This is an optimization exercise on Yosys and OpenROAD, whose aim is small area, a short achievable clock period and few clock cycles per item, not a production implementation.
Where RTL was checked, it was by simulation tests only, not by an equivalence proof against the original.
No activity file was given, so power comes from the tool's default toggle rates.

==> job 818 <==
// assembly_source_tokenizer_top
module assembly_source_tokenizer_top (
  input  logic               clk_i,
  input  logic               rst_ni,
  input  logic               in_valid_i,
  output logic               in_ready_o,
  input  logic [8:0]         in_data_i,    
  output logic               out_valid_o,
  input  logic               out_ready_i,
  output logic [71:0]        out_data_o    
);
clock: 8.0 ns
lec_check: 0
cap_margin: 20
core_margin: 2
core_utilization: 25
cts_buf_list: sky130_fd_sc_hd__clkbuf_8
place_density: 0.5
setup_slack_margin: 5
slew_margin: 20
standard.sh (not shown) runs the stock make flow with config.mk's settings and CLKGATE_MAP_FILE= SYNTH_SCRIPT=/design/flow/synth_recipe.tcl, a recipe that flattens the netlist after the stock synthesis.
==> flow/flow/run.sh <==
#!/bin/bash
# ORFS layout as the standard flow, with single-strength port buffers.
set -euo pipefail
W=$(pwd)
export BUFFER_PORTS_ARGS="-buffer_cell sky130_fd_sc_hd__buf_1"
make -C "$FLOW_HOME" DESIGN_CONFIG="$FLOW_CONFIG" WORK_HOME="$W/orfs" CLKGATE_MAP_FILE= \
  SYNTH_SCRIPT="$W/synth_recipe.tcl" CAP_MARGIN=20 CORE_MARGIN=2 CORE_UTILIZATION=25 \
  PLACE_DENSITY=0.5 SLEW_MARGIN=20 SETUP_SLACK_MARGIN=5 finish > "$W/make.log" 2>&1
: # left out here: write the final layout as DEF
==> inputs of job 1519, as changes to job 818 <==
--- a/flow/design.v
+++ b/flow/design.v
@@ -239,15 +239,16 @@
   logic        rsp_q, rsp_d;          
   logic [15:0] start_q, start_d, len_q, len_d, ocol_q, ocol_d;
   logic        final_q, final_d;
   logic [4:0]  c;
   logic        last, nl;
   logic        sp_nl, alpha, digit, wbody, nbody, tstart, qm, sigil;
   logic        is_tok, body_ok, cons, newres, tload, upd;
-  logic [15:0] offset_inc, len_inc, line_true;
+  logic [15:0] offset_cur, col_cur, len_inc, line_true;
+  logic        sig_first;
   logic [3:0]  ocls;
   logic [4:0]  onode, gnode;
   logic [6:0]  ccode;
   assign c    = item_i[5:1];
   assign last = item_i[0];
   assign nl   = (c == ast_pkg::X_NL);
   assign sp_nl  = (c == ast_pkg::X_SP) || nl;
@@ -265,15 +266,17 @@
     case (cls_q)
       ast_pkg::C_SECT, ast_pkg::C_REG, ast_pkg::C_LABEL: body_ok = !sp_nl;
       ast_pkg::C_WORD: body_ok = wbody;
       ast_pkg::C_NUM:  body_ok = nbody;
       default:         body_ok = 1'b0;
     endcase
   end
-  assign offset_inc = offset_q + 16'd1;
+  assign offset_cur = rsp_q ? 16'd0 : offset_q;
+  assign col_cur    = rsp_q ? 16'd1 : col_q;
+  assign sig_first  = ((cls_q == ast_pkg::C_REG) || (cls_q == ast_pkg::C_LABEL)) && (len_q == '0);
   assign len_inc    = ((&len_q[15:1]) && (len_q[0] ||
                        (cls_q == ast_pkg::C_REG) || (cls_q == ast_pkg::C_LABEL))) ?
                       len_q : len_q + 16'd1;
   assign line_true  = rsp_q ? 16'd1 : (nlp_q ? ast_pkg::sat_inc16(line_q) : line_q);
   always_comb begin
     onode = ast_pkg::word_first(c);
     if (c == ast_pkg::X_HASH) begin
@@ -303,14 +306,15 @@
     start_d  = start_q;
     len_d    = len_q;
     ocol_d   = ocol_q;
     final_d  = final_q;
     cons     = 1'b0;
     newres   = 1'b0;
     tload    = 1'b0;
+    if (sig_first) start_d = offset_q;
     if (pl_q) begin
       newres   = 1'b1;
       node_d   = ccode[6:2];
       fault_d  = ccode[1:0];
       final_d  = 1'b1;
       halted_d = (ccode[1:0] != ast_pkg::F_NONE);
       cls_d    = ast_pkg::C_IDLE;
@@ -359,81 +363,74 @@
           cls_d = ast_pkg::C_COMMENT;
         end else if (cls_q == ast_pkg::C_COMMENT) begin
           if (nl) cls_d = ast_pkg::C_IDLE;
         end else if (tstart) begin
           tload   = 1'b1;
           cls_d   = ocls;
           node_d  = onode;
-          start_d = sigil ? offset_inc : offset_q;
+          start_d = offset_cur;
           len_d   = sigil ? 16'd0 : 16'd1;
-          ocol_d  = col_q;
+          ocol_d  = col_cur;
           pl_d    = last;
         end else if (qm) begin
           tload   = 1'b1;
           newres  = 1'b1;
           node_d  = ast_pkg::R_QMARK;
           fault_d = ast_pkg::F_NONE;
-          start_d = offset_q;
+          start_d = offset_cur;
           len_d   = 16'd1;
-          ocol_d  = col_q;
+          ocol_d  = col_cur;
           final_d = last;
         end
         if (last && !newres && !pl_d) begin
           tload   = 1'b1;
           newres  = 1'b1;
           node_d  = ast_pkg::R_END;
           fault_d = ast_pkg::F_NONE;
-          start_d = offset_q;
+          start_d = offset_cur;
           len_d   = 16'd0;
-          ocol_d  = col_q;
+          ocol_d  = col_cur;
           final_d = 1'b1;
         end
       end
       if (cons && !halted_q) begin
-        offset_d = offset_inc;
-        col_d    = nl ? 16'd1 : ast_pkg::sat_inc16(col_q);
+        offset_d = offset_cur + 16'd1;
+        col_d    = nl ? 16'd1 : ast_pkg::sat_inc16(col_cur);
         line_d = line_true;
         nlp_d  = nl;
-        rsp_d  = 1'b0;
-        if (last) begin
-          if (!pl_d) cls_d = ast_pkg::C_IDLE;
-          offset_d = '0;
-          col_d    = 16'd1;
-          rsp_d    = 1'b1;
-        end
+        rsp_d  = last;
+        if (last && !pl_d) cls_d = ast_pkg::C_IDLE;
       end
     end
   end
   assign upd    = pl_q || (hv_i && (!pend_q || halted_q || out_ready_i));
   assign cons_o = upd && cons;
   always_ff @(posedge clk_i or negedge rst_ni) begin
     if (!rst_ni) begin
       cls_q    <= ast_pkg::C_IDLE;
       halted_q <= 1'b0;
       pend_q   <= 1'b0;
       pl_q     <= 1'b0;
-      offset_q <= '0;
-      col_q    <= 16'd1;
       nlp_q    <= 1'b0;
       rsp_q    <= 1'b1;
     end else begin
       pend_q <= (upd && newres) || (pend_q && !out_ready_i);
       if (upd) begin
         cls_q    <= cls_d;
         halted_q <= halted_d;
         pl_q     <= pl_d;
-        offset_q <= offset_d;
-        col_q    <= col_d;
         nlp_q    <= nlp_d;
         rsp_q    <= rsp_d;
       end
     end
   end
   always_ff @(posedge clk_i) begin
     if (upd) begin
+      offset_q <= offset_d;
+      col_q   <= col_d;
       node_q  <= node_d;
       fault_q <= fault_d;
       line_q  <= line_d;
       start_q <= start_d;
       len_q   <= len_d;
       ocol_q  <= ocol_d;
       final_q <= final_d;
==> inputs of job 6889, as changes to job 818 <==
--- a/flow/design.v
+++ b/flow/design.v
@@ -48,46 +48,51 @@
   localparam logic [4:0] X_O      = 5'b11010;
   localparam logic [4:0] X_V      = 5'b11011;
   localparam logic [4:0] X_N      = 5'b11100;
   localparam logic [4:0] X_F      = 5'b11101;
   localparam logic [4:0] X_L      = 5'b11110;
   localparam logic [4:0] X_C      = 5'b11111;
   function automatic logic [4:0] char_code(input logic [7:0] c);
-    case (c)
-      8'h0a: char_code = X_NL;
-      8'h20: char_code = X_SP;
-      "?":   char_code = X_QM;
-      "_":   char_code = X_US;
-      "=":   char_code = X_EQ;
-      "#":   char_code = X_HASH;
-      ":":   char_code = X_COLON;
-      "$":   char_code = X_DOLLAR;
-      "-":   char_code = X_DASH;
-      ".":   char_code = X_DOT;
-      "e":   char_code = X_E;
-      "x":   char_code = X_X;
-      "i":   char_code = X_I;
-      "t":   char_code = X_T;
-      "a":   char_code = X_A;
-      "d":   char_code = X_D;
-      "s":   char_code = X_S;
-      "u":   char_code = X_U;
-      "b":   char_code = X_B;
-      "m":   char_code = X_M;
-      "o":   char_code = X_O;
-      "v":   char_code = X_V;
-      "n":   char_code = X_N;
-      "f":   char_code = X_F;
-      "l":   char_code = X_L;
-      "c":   char_code = X_C;
-      default: begin
-        if ((c >= "0") && (c <= "9")) char_code = X_DIGIT;
-        else if (((c >= "a") && (c <= "z")) || ((c >= "A") && (c <= "Z"))) char_code = X_LETTER;
-        else char_code = X_OTHER;
-      end
+    logic lower, upper, digit, l16, other_letter;
+    logic [4:0] v;
+    v     = c[4:0];
+    lower = (c[7:5] == 3'b011) && (v != 5'd0) && (v <= 5'd26);
+    upper = (c[7:5] == 3'b010) && (v != 5'd0) && (v <= 5'd26);
+    digit = (c[7:4] == 4'b0011) && (c[3:0] <= 4'd9);
+    l16   = (v == 5'd1) || (v == 5'd2) || (v == 5'd3) || (v == 5'd4) || (v == 5'd5) ||
+            (v == 5'd6) || (v == 5'd9) || (v == 5'd12) || (v == 5'd13) || (v == 5'd14) ||
+            (v == 5'd15) || (v == 5'd19) || (v == 5'd20) || (v == 5'd21) || (v == 5'd22) ||
+            (v == 5'd24);
+    other_letter = upper || (lower && !l16);
+    char_code = ({5{c == 8'h0a}} & X_NL) | ({5{c == 8'h20}} & X_SP) |
+                ({5{c == "?"}} & X_QM) | ({5{c == "_"}} & X_US) |
+                ({5{c == "="}} & X_EQ) | ({5{c == "#"}} & X_HASH) |
+                ({5{c == ":"}} & X_COLON) | ({5{c == "$"}} & X_DOLLAR) |
+                ({5{c == "-"}} & X_DASH) | ({5{c == "."}} & X_DOT) |
+                ({5{digit}} & X_DIGIT) | ({5{other_letter}} & X_LETTER) |
+                ({5{lower && l16}} & {1'b1, letter_low(v)});
+  endfunction
+  function automatic logic [3:0] letter_low(input logic [4:0] v);
+    case (v)
+      5'd5:    letter_low = X_E[3:0];
+      5'd24:   letter_low = X_X[3:0];
+      5'd9:    letter_low = X_I[3:0];
+      5'd20:   letter_low = X_T[3:0];
+      5'd1:    letter_low = X_A[3:0];
+      5'd4:    letter_low = X_D[3:0];
+      5'd19:   letter_low = X_S[3:0];
+      5'd21:   letter_low = X_U[3:0];
+      5'd2:    letter_low = X_B[3:0];
+      5'd13:   letter_low = X_M[3:0];
+      5'd15:   letter_low = X_O[3:0];
+      5'd22:   letter_low = X_V[3:0];
+      5'd14:   letter_low = X_N[3:0];
+      5'd6:    letter_low = X_F[3:0];
+      5'd12:   letter_low = X_L[3:0];
+      default: letter_low = X_C[3:0];
     endcase
   endfunction
   function automatic logic is_alpha(input logic [4:0] x);
     is_alpha = x[4] || (x == X_LETTER);
   endfunction
   localparam logic [4:0] W_NAME = R_NAME;
   localparam logic [4:0] W_VAR  = R_VAR;
@@ -239,15 +244,16 @@
   logic        rsp_q, rsp_d;          
   logic [15:0] start_q, start_d, len_q, len_d, ocol_q, ocol_d;
   logic        final_q, final_d;
   logic [4:0]  c;
   logic        last, nl;
   logic        sp_nl, alpha, digit, wbody, nbody, tstart, qm, sigil;
   logic        is_tok, body_ok, cons, newres, tload, upd;
-  logic [15:0] offset_inc, len_inc, line_true;
+  logic [15:0] offset_cur, col_cur, len_inc, line_true;
+  logic        sig_first;
   logic [3:0]  ocls;
   logic [4:0]  onode, gnode;
   logic [6:0]  ccode;
   assign c    = item_i[5:1];
   assign last = item_i[0];
   assign nl   = (c == ast_pkg::X_NL);
   assign sp_nl  = (c == ast_pkg::X_SP) || nl;
@@ -265,15 +271,17 @@
     case (cls_q)
       ast_pkg::C_SECT, ast_pkg::C_REG, ast_pkg::C_LABEL: body_ok = !sp_nl;
       ast_pkg::C_WORD: body_ok = wbody;
       ast_pkg::C_NUM:  body_ok = nbody;
       default:         body_ok = 1'b0;
     endcase
   end
-  assign offset_inc = offset_q + 16'd1;
+  assign offset_cur = rsp_q ? 16'd0 : offset_q;
+  assign col_cur    = rsp_q ? 16'd1 : col_q;
+  assign sig_first  = ((cls_q == ast_pkg::C_REG) || (cls_q == ast_pkg::C_LABEL)) && (len_q == '0);
   assign len_inc    = ((&len_q[15:1]) && (len_q[0] ||
                        (cls_q == ast_pkg::C_REG) || (cls_q == ast_pkg::C_LABEL))) ?
                       len_q : len_q + 16'd1;
   assign line_true  = rsp_q ? 16'd1 : (nlp_q ? ast_pkg::sat_inc16(line_q) : line_q);
   always_comb begin
     onode = ast_pkg::word_first(c);
     if (c == ast_pkg::X_HASH) begin
@@ -303,14 +311,15 @@
     start_d  = start_q;
     len_d    = len_q;
     ocol_d   = ocol_q;
     final_d  = final_q;
     cons     = 1'b0;
     newres   = 1'b0;
     tload    = 1'b0;
+    if (sig_first) start_d = offset_q;
     if (pl_q) begin
       newres   = 1'b1;
       node_d   = ccode[6:2];
       fault_d  = ccode[1:0];
       final_d  = 1'b1;
       halted_d = (ccode[1:0] != ast_pkg::F_NONE);
       cls_d    = ast_pkg::C_IDLE;
@@ -359,81 +368,74 @@
           cls_d = ast_pkg::C_COMMENT;
         end else if (cls_q == ast_pkg::C_COMMENT) begin
           if (nl) cls_d = ast_pkg::C_IDLE;
         end else if (tstart) begin
           tload   = 1'b1;
           cls_d   = ocls;
           node_d  = onode;
-          start_d = sigil ? offset_inc : offset_q;
+          start_d = offset_cur;
           len_d   = sigil ? 16'd0 : 16'd1;
-          ocol_d  = col_q;
+          ocol_d  = col_cur;
           pl_d    = last;
         end else if (qm) begin
           tload   = 1'b1;
           newres  = 1'b1;
           node_d  = ast_pkg::R_QMARK;
           fault_d = ast_pkg::F_NONE;
-          start_d = offset_q;
+          start_d = offset_cur;
           len_d   = 16'd1;
-          ocol_d  = col_q;
+          ocol_d  = col_cur;
           final_d = last;
         end
         if (last && !newres && !pl_d) begin
           tload   = 1'b1;
           newres  = 1'b1;
           node_d  = ast_pkg::R_END;
           fault_d = ast_pkg::F_NONE;
-          start_d = offset_q;
+          start_d = offset_cur;
           len_d   = 16'd0;
-          ocol_d  = col_q;
+          ocol_d  = col_cur;
           final_d = 1'b1;
         end
       end
       if (cons && !halted_q) begin
-        offset_d = offset_inc;
-        col_d    = nl ? 16'd1 : ast_pkg::sat_inc16(col_q);
+        offset_d = offset_cur + 16'd1;
+        col_d    = nl ? 16'd1 : ast_pkg::sat_inc16(col_cur);
         line_d = line_true;
         nlp_d  = nl;
-        rsp_d  = 1'b0;
-        if (last) begin
-          if (!pl_d) cls_d = ast_pkg::C_IDLE;
-          offset_d = '0;
-          col_d    = 16'd1;
-          rsp_d    = 1'b1;
-        end
+        rsp_d  = last;
+        if (last && !pl_d) cls_d = ast_pkg::C_IDLE;
       end
     end
   end
   assign upd    = pl_q || (hv_i && (!pend_q || halted_q || out_ready_i));
   assign cons_o = upd && cons;
   always_ff @(posedge clk_i or negedge rst_ni) begin
     if (!rst_ni) begin
       cls_q    <= ast_pkg::C_IDLE;
       halted_q <= 1'b0;
       pend_q   <= 1'b0;
       pl_q     <= 1'b0;
-      offset_q <= '0;
-      col_q    <= 16'd1;
       nlp_q    <= 1'b0;
       rsp_q    <= 1'b1;
     end else begin
       pend_q <= (upd && newres) || (pend_q && !out_ready_i);
       if (upd) begin
         cls_q    <= cls_d;
         halted_q <= halted_d;
         pl_q     <= pl_d;
-        offset_q <= offset_d;
-        col_q    <= col_d;
         nlp_q    <= nlp_d;
         rsp_q    <= rsp_d;
       end
     end
   end
   always_ff @(posedge clk_i) begin
     if (upd) begin
+      offset_q <= offset_d;
+      col_q   <= col_d;
       node_q  <= node_d;
       fault_q <= fault_d;
       line_q  <= line_d;
       start_q <= start_d;
       len_q   <= len_d;
       ocol_q  <= ocol_d;
       final_q <= final_d;
==> comparison <==
Flip-flop and latch count is the same in job 1519 and job 6889.
The highest synthesized area belongs to job 1519, the lowest to job 818.
Of job 6889 and job 1519, job 6889 has the higher combinational power (gap about 70%, measured against job 1519).
Of job 6889 and job 1519, job 6889 has the higher critical path depth (gap 4).
Global-route usage: job 6889 < job 1519 < job 818.
Fmax, lowest first: job 818, job 6889, job 1519.
Utilization, lowest first: job 6889, job 1519, job 818.
The highest design area belongs to job 818, the lowest to job 6889.
Testbench counts of job 6889, summed over its fixed seeds: cycles 45,176, bytes 43,768.
No functional check of the RTL was part of job 818 and job 1519.

---

==> inputs of exp/willow <==
assembly_source_tokenizer_top, a different RTL version from the one above (not shown whole).
clock: 8.0 ns
lec_check: 0
cap_margin: 20
core_margin: 2
core_utilization: 25
place_density: 0.5
setup_slack_margin: 5
slew_margin: 20
run.sh (not shown) runs the stock make flow with config.mk's settings and CLKGATE_MAP_FILE= SYNTH_SCRIPT=/design/flow/synth_recipe.tcl, a recipe that flattens the netlist after the stock synthesis.
Stock flow here: none of the scripts above is used.
==> exp/indigo: changes against exp/willow <==
==> flow/config.mk (replaced) <==
export PLATFORM = sky130hd
export DESIGN_NAME = assembly_source_tokenizer_top
export DESIGN_NICKNAME = assembly_source_tokenizer_top
export VERILOG_FILES = /design/flow/design.v
export SDC_FILE = /design/flow/constraint.sdc
export NUM_CORES = 4
export LEC_CHECK = 0
export CAP_MARGIN = 20
export CORE_MARGIN = 2
export CORE_UTILIZATION = 50
export PLACE_DENSITY = 0.7
export SETUP_SLACK_MARGIN = 5
export SLEW_MARGIN = 20
==> exp/delta: changes against exp/willow <==
--- a/flow/design.v
+++ b/flow/design.v
@@ -14,17 +14,18 @@
   localparam logic [4:0] R_LABEL  = 5'd3;
   localparam logic [4:0] R_EQ     = 5'd4;
   localparam logic [4:0] R_QMARK  = 5'd5;
   localparam logic [4:0] R_VAR    = 5'd6;
   localparam logic [4:0] R_NAME   = 5'd16;
   localparam logic [4:0] R_INT    = 5'd17;
   localparam logic [4:0] R_END    = 5'd18;    
-  localparam logic [4:0] R_FSECT  = 5'd19;
-  localparam logic [4:0] R_FEQ    = 5'd20;
-  localparam logic [4:0] R_FDASH  = 5'd21;
+  localparam logic [1:0] F_NONE    = 2'd0;
+  localparam logic [1:0] F_SECTION = 2'd1;
+  localparam logic [1:0] F_EQUALS  = 2'd2;
+  localparam logic [1:0] F_DASH    = 2'd3;
   localparam logic [7:0] CH_SPACE = 8'h20;
   localparam logic [7:0] CH_NL    = 8'h0a;
   localparam logic [4:0] W_NAME = R_NAME;
   localparam logic [4:0] W_VAR  = R_VAR;
   localparam logic [4:0] W_EXIT = 5'd7;
   localparam logic [4:0] W_ADD  = 5'd8;
   localparam logic [4:0] W_SUB  = 5'd9;
@@ -106,23 +107,23 @@
       S_COD: if (c == "e") sect_next = S_CODE;
       S_D:   if (c == "a") sect_next = S_DA;
       S_DA:  if (c == "t") sect_next = S_DAT;
       S_DAT: if (c == "a") sect_next = S_DATA;
       default: sect_next = S_BAD;
     endcase
   endfunction
-  function automatic logic [4:0] tok_code(input logic [3:0] m, input logic [4:0] n);
+  function automatic logic [6:0] tok_code(input logic [3:0] m, input logic [4:0] n);
     case (m)
-      C_SECT:  tok_code = ((n == S_CODE) || (n == S_DATA)) ? n : R_FSECT;
-      C_REG:   tok_code = R_REG;
-      C_LABEL: tok_code = R_LABEL;
-      C_WORD:  tok_code = ((n >= W_VAR) && (n <= W_NAME)) ? n : R_NAME;
-      C_NUM:   tok_code = R_INT;
-      C_EQW:   tok_code = R_FEQ;
-      default: tok_code = R_FDASH;
+      C_SECT:  tok_code = ((n == S_CODE) || (n == S_DATA)) ? {n, F_NONE} : {R_END, F_SECTION};
+      C_REG:   tok_code = {R_REG, F_NONE};
+      C_LABEL: tok_code = {R_LABEL, F_NONE};
+      C_WORD:  tok_code = ((n >= W_VAR) && (n <= W_NAME)) ? {n, F_NONE} : {R_NAME, F_NONE};
+      C_NUM:   tok_code = {R_INT, F_NONE};
+      C_EQW:   tok_code = {R_END, F_EQUALS};
+      default: tok_code = {R_END, F_DASH};
     endcase
   endfunction
   function automatic logic [15:0] sat_inc16(input logic [15:0] v);
     sat_inc16 = (v == 16'hffff) ? v : v + 16'd1;
   endfunction
 endpackage
 module ast_in_buf (
@@ -164,31 +165,32 @@
   output logic        cons_o,      
   output logic        out_valid_o,
   input  logic        out_ready_i,
   output logic [71:0] out_data_o
 );
   logic [3:0]  cls_q, cls_d;
   logic [4:0]  node_q, node_d;
+  logic [1:0]  fault_q, fault_d;
   logic        halted_q, halted_d;
-  logic        pend_q, pend_d;
+  logic        pend_q;
   logic        pl_q, pl_d;            
   logic [15:0] offset_q, offset_d, col_q, col_d;
   logic [15:0] line_q, line_d;
   logic        nlp_q, nlp_d;          
   logic        rsp_q, rsp_d;          
   logic [15:0] start_q, start_d, len_q, len_d, ocol_q, ocol_d;
   logic        final_q, final_d;
   logic [7:0]  c;
   logic        last, nl;
   logic        sp_nl, alpha, digit, wbody, nbody, tstart, qm, sigil;
-  logic        is_tok, body_ok, tfree, cons, newres;
+  logic        is_tok, body_ok, cons, newres, tload, need_slot, upd;
   logic [15:0] offset_inc, len_inc, line_true;
   logic [3:0]  ocls;
-  logic [4:0]  onode, gnode, ccode;
-  logic        wait_slot, upd;
+  logic [4:0]  onode, gnode;
+  logic [6:0]  ccode;
   assign c    = item_i[8:1];
   assign last = item_i[0];
   assign nl   = (c == ast_pkg::CH_NL);
   assign sp_nl  = (c == ast_pkg::CH_SPACE) || nl;
   assign alpha  = ast_pkg::is_alpha(c);
   assign digit  = ast_pkg::is_digit(c);
   assign wbody  = alpha || (c == "_") || (c == ".");
@@ -204,15 +206,14 @@
     case (cls_q)
       ast_pkg::C_SECT, ast_pkg::C_REG, ast_pkg::C_LABEL: body_ok = !sp_nl;
       ast_pkg::C_WORD: body_ok = wbody;
       ast_pkg::C_NUM:  body_ok = nbody;
       default:         body_ok = 1'b0;
     endcase
   end
-  assign tfree      = !pend_q || out_ready_i;
   assign offset_inc = offset_q + 16'd1;
   assign len_inc    = ((&len_q[15:1]) && (len_q[0] ||
                        (cls_q == ast_pkg::C_REG) || (cls_q == ast_pkg::C_LABEL))) ?
                       len_q : len_q + 16'd1;
   assign line_true  = rsp_q ? 16'd1 : (nlp_q ? ast_pkg::sat_inc16(line_q) : line_q);
   always_comb begin
     onode = ast_pkg::word_first(c);
@@ -228,103 +229,114 @@
   end
   assign gnode = (cls_q == ast_pkg::C_SECT) ? ast_pkg::sect_next(node_q, c)
                                             : ast_pkg::word_next(node_q, c);
   assign ccode = ast_pkg::tok_code(cls_q, node_q);
   always_comb begin
     cls_d    = cls_q;
     node_d   = node_q;
+    fault_d  = fault_q;
     halted_d = halted_q;
     pl_d     = 1'b0;
     offset_d = offset_q;
     col_d    = col_q;
     line_d   = line_q;
     nlp_d    = nlp_q;
     rsp_d    = rsp_q;
     start_d  = start_q;
     len_d    = len_q;
     ocol_d   = ocol_q;
     final_d  = final_q;
     cons     = 1'b0;
     newres   = 1'b0;
+    tload    = 1'b0;
     if (pl_q) begin
       newres   = 1'b1;
-      node_d   = ccode;
+      node_d   = ccode[6:2];
+      fault_d  = ccode[1:0];
       final_d  = 1'b1;
-      halted_d = (ccode >= ast_pkg::R_FSECT);
+      halted_d = (ccode[1:0] != ast_pkg::F_NONE);
       cls_d    = ast_pkg::C_IDLE;
     end else if (hv_i) begin
       if (halted_q) begin
         cons = 1'b1;
       end else if (is_tok) begin
         if (body_ok) begin
           cons   = 1'b1;
           len_d  = len_inc;
           node_d = gnode;
           pl_d   = last;
         end else begin
           newres   = 1'b1;
-          node_d   = ccode;
-          halted_d = (ccode >= ast_pkg::R_FSECT);
+          node_d   = ccode[6:2];
+          fault_d  = ccode[1:0];
+          halted_d = (ccode[1:0] != ast_pkg::F_NONE);
           cls_d    = ast_pkg::C_IDLE;
           cons     = halted_d || !(tstart || qm);
           final_d  = last && cons;
         end
       end else if (cls_q == ast_pkg::C_EQW) begin
         cons    = 1'b1;
         newres  = 1'b1;
         cls_d   = ast_pkg::C_IDLE;
         final_d = last;
+        node_d  = (c == "=") ? ast_pkg::R_EQ : ast_pkg::R_END;
         if (c == "=") begin
-          node_d = ast_pkg::R_EQ;
-          len_d  = 16'd2;
+          fault_d = ast_pkg::F_NONE;
+          len_d   = 16'd2;
         end else begin
-          node_d   = ast_pkg::R_FEQ;
+          fault_d  = ast_pkg::F_EQUALS;
           halted_d = 1'b1;
         end
       end else if ((cls_q == ast_pkg::C_DASHW) && (c != "-")) begin
         cons     = 1'b1;
         newres   = 1'b1;
         cls_d    = ast_pkg::C_IDLE;
         final_d  = last;
-        node_d   = ast_pkg::R_FDASH;
+        node_d   = ast_pkg::R_END;
+        fault_d  = ast_pkg::F_DASH;
         halted_d = 1'b1;
       end else begin
         cons = 1'b1;
         if (cls_q == ast_pkg::C_DASHW) begin
           cls_d = ast_pkg::C_COMMENT;
         end else if (cls_q == ast_pkg::C_COMMENT) begin
           if (nl) cls_d = ast_pkg::C_IDLE;
         end else if (tstart) begin
+          tload   = 1'b1;
           cls_d   = ocls;
           node_d  = onode;
           start_d = sigil ? offset_inc : offset_q;
           len_d   = sigil ? 16'd0 : 16'd1;
           ocol_d  = col_q;
           pl_d    = last;
         end else if (qm) begin
+          tload   = 1'b1;
           newres  = 1'b1;
           node_d  = ast_pkg::R_QMARK;
+          fault_d = ast_pkg::F_NONE;
           start_d = offset_q;
           len_d   = 16'd1;
           ocol_d  = col_q;
           final_d = last;
         end
         if (last && !newres && !pl_d) begin
+          tload   = 1'b1;
           newres  = 1'b1;
           node_d  = ast_pkg::R_END;
+          fault_d = ast_pkg::F_NONE;
           start_d = offset_q;
           len_d   = 16'd0;
           ocol_d  = col_q;
           final_d = 1'b1;
         end
       end
       if (cons && !halted_q) begin
         offset_d = offset_inc;
         col_d    = nl ? 16'd1 : ast_pkg::sat_inc16(col_q);
-        if (tfree) begin
+        if (tload || !pend_q || (nl && (nlp_q || rsp_q))) begin
           line_d = line_true;
           nlp_d  = nl;
           rsp_d  = 1'b0;
         end else begin
           nlp_d  = nlp_q || nl;
         end
         if (last) begin
@@ -332,60 +344,56 @@
           offset_d = '0;
           col_d    = 16'd1;
           rsp_d    = 1'b1;
         end
       end
     end
   end
-  assign wait_slot = !halted_q && !tfree &&
+  assign need_slot = !halted_q &&
                      (((cls_q == ast_pkg::C_COMMENT) && (last || (nl && (nlp_q || rsp_q)))) ||
                       ((cls_q == ast_pkg::C_IDLE) &&
                        (last || tstart || qm || (nl && (nlp_q || rsp_q)))));
-  assign upd    = pl_q || (hv_i && !wait_slot);
+  assign upd    = pl_q || (hv_i && (!need_slot || !pend_q || out_ready_i));
   assign cons_o = upd && cons;
-  assign pend_d = (upd && newres) || (pend_q && !out_ready_i);
   always_ff @(posedge clk_i or negedge rst_ni) begin
     if (!rst_ni) begin
       cls_q    <= ast_pkg::C_IDLE;
       halted_q <= 1'b0;
       pend_q   <= 1'b0;
       pl_q     <= 1'b0;
       offset_q <= '0;
       col_q    <= 16'd1;
       nlp_q    <= 1'b0;
       rsp_q    <= 1'b1;
     end else begin
-      pend_q <= pend_d;
+      pend_q <= (upd && newres) || (pend_q && !out_ready_i);
       if (upd) begin
         cls_q    <= cls_d;
         halted_q <= halted_d;
         pl_q     <= pl_d;
         offset_q <= offset_d;
         col_q    <= col_d;
         nlp_q    <= nlp_d;
         rsp_q    <= rsp_d;
       end
     end
   end
   always_ff @(posedge clk_i) begin
     if (upd) begin
       node_q  <= node_d;
+      fault_q <= fault_d;
       line_q  <= line_d;
       start_q <= start_d;
       len_q   <= len_d;
       ocol_q  <= ocol_d;
       final_q <= final_d;
     end
   end
-  logic big;
-  assign big         = node_q[4] && (node_q[2] || node_q[1]);
   assign out_valid_o = pend_q;
-  assign out_data_o  = {node_q[4], big ? 4'b0010 : node_q[3:0],
-                        big ? {node_q[2], node_q[0]} : 2'b00,
-                        start_q, len_q, line_q, ocol_q, final_q};
+  assign out_data_o  = {node_q, fault_q, start_q, len_q, line_q, ocol_q, final_q};
 endmodule
 module assembly_source_tokenizer_top (
   input  logic               clk_i,
   input  logic               rst_ni,
   input  logic               in_valid_i,
   output logic               in_ready_o,
   input  logic [8:0]         in_data_i,    
==> flow/flow/run.sh (new file) <==
#!/bin/bash
set -euo pipefail
W=$(pwd)
make -C "$FLOW_HOME" DESIGN_CONFIG="$FLOW_CONFIG" WORK_HOME="$W/orfs" CLKGATE_MAP_FILE= \
  SYNTH_SCRIPT="$W/synth_recipe.tcl" CAP_MARGIN=20 CORE_MARGIN=2 CORE_UTILIZATION=25 \
  PLACE_DENSITY=0.5 SLEW_MARGIN=20 SETUP_SLACK_MARGIN=${MARGIN:-5.5} finish > "$W/make.log" 2>&1
: # left out here: write the final layout as DEF
==> flow/standard.sh (new file) <==
#!/bin/bash
# synth_recipe.tcl (not shown) runs the flow's synth.tcl, then flattens the netlist and writes it again
# the make line also repeats each setting of config.mk as NAME=value (left out here)
make -C /OpenROAD-flow-scripts/flow DESIGN_CONFIG=/design/flow/config.mk WORK_HOME=/design/flow/orfs CLKGATE_MAP_FILE= SYNTH_SCRIPT=/design/flow/synth_recipe.tcl "${@:-finish}"
--- a/flow/config.mk
+++ b/flow/config.mk
@@ -5,9 +5,8 @@
 export SDC_FILE = /design/flow/constraint.sdc
 export NUM_CORES = 4
 export LEC_CHECK = 0
 export CAP_MARGIN = 20
 export CORE_MARGIN = 2
 export CORE_UTILIZATION = 25
 export PLACE_DENSITY = 0.5
-export SETUP_SLACK_MARGIN = 5
 export SLEW_MARGIN = 20
removed: flow/run.sh
==> out/metrics.csv <==
stage,metric,value,unit
status,status,finished clean,
pwr,p_switching,1.46,mW
pwr,internal_power,2.01,mW
finish,final_common_cell,nor2_1,
timing,whs,0.475,ns
timing,max_slew_margin,0.489,
timing,setup_ws,4.86,ns
worst_hold_path,hold_start,u_buf.d1_q[5],
pwr,comb-power,1.64,mW
finish,final-instance-count-excl-fill,1410,
the above is filed under exp/willow

==> out/metrics.csv <==
stage,metric,value,unit
status,status,finished clean,
timing,max_slew_margin,0.432,
pwr,internal_power,2.07,mW
clocking,cts.sinks,131,
finish,final_common_cell,nor2_1,
pwr,p_switching,1.43,mW
place,placed_area,8840,µm²
finish,final-instance-count-excl-fill,1208,
pwr,power.sequential.fraction,0.310,
finish,n_clock_buffer,24,
worst_hold_path,hold_start,u_buf.d1_q[1],
the above is filed under exp/indigo

==> out/metrics.csv <==
stage,metric,value,unit
status,status,finished clean,
die,dieArea,33800,µm²
finish,fin_util,0.389,
finish,layout-drive-gt1-share,0.420,
finish,final_common_cell,buf_4,
timing,max_slew_margin,0.269,
pwr,p_switching,2.07,mW
synthesis,synth-seq-area-share,0.456,
timing,finalHoldViolations,0,
timing,whs,0.471,ns
pwr,comb-power,2.83,mW
clocking,postCtsSetupBuffers,117,
finish,final-instance-count-excl-fill,1498,
finish,clock_area_frac,0.0486,
synthesis,synthTopCellsByArea,"edfxtp_1 (30%), dfrtp_1 (13%), nor2_1 (4.3%)",
pwr,internal_power,2.79,mW
the above is filed under exp/delta

Testbench counts of exp/willow, summed over its fixed seeds: cycles 45,176, bytes 43,768.
Testbench counts of exp/indigo, summed over its fixed seeds: cycles 45,176, bytes 43,768.
Testbench counts of exp/delta, summed over its fixed seeds: cycles 45,176, bytes 43,768.

re-timing with driven ports:
The flow's constraints put no driver on any port. The routed layouts listed below were extracted and timed again, unchanged, in two steps.
Step 1 (the two cells are an assumption about what drives the block):
set clk [get_ports {clk_i}]
set_driving_cell -lib_cell sky130_fd_sc_hd__clkbuf_16 $clk
set_driving_cell -lib_cell sky130_fd_sc_hd__buf_2 [delete_from_list [all_inputs] $clk]
Step 2 times the ports against the registers' clock, not the clock port: input delays grow and output delays shrink by t, the midpoint of the rising clock arrivals with the driver on.
a / b / c = no drivers / after step 1 / after step 2; a / b = the first two.
run	t, ns	setup slack, ns	worst slew at a driven data input, ns
job 818	0.490	4.830 / 4.804 / 4.313	0.13
job 1519	0.491	5.094 / 5.051 / 4.672	0.08
job 6889	0.474	5.048 / 5.048 / 4.597	0.03
exp/willow	0.465	4.865 / 4.820 / 4.562	0.04
exp/indigo	0.463	4.886 / 4.844 / 4.503	0.04
exp/delta	0.473	4.968 / 4.953 / 4.480	0.07
After both steps setup and hold are still met in every run listed. The setup slack of job 818, which loses most, moves by -0.026 ns with the drivers and by -0.517 ns with both steps.
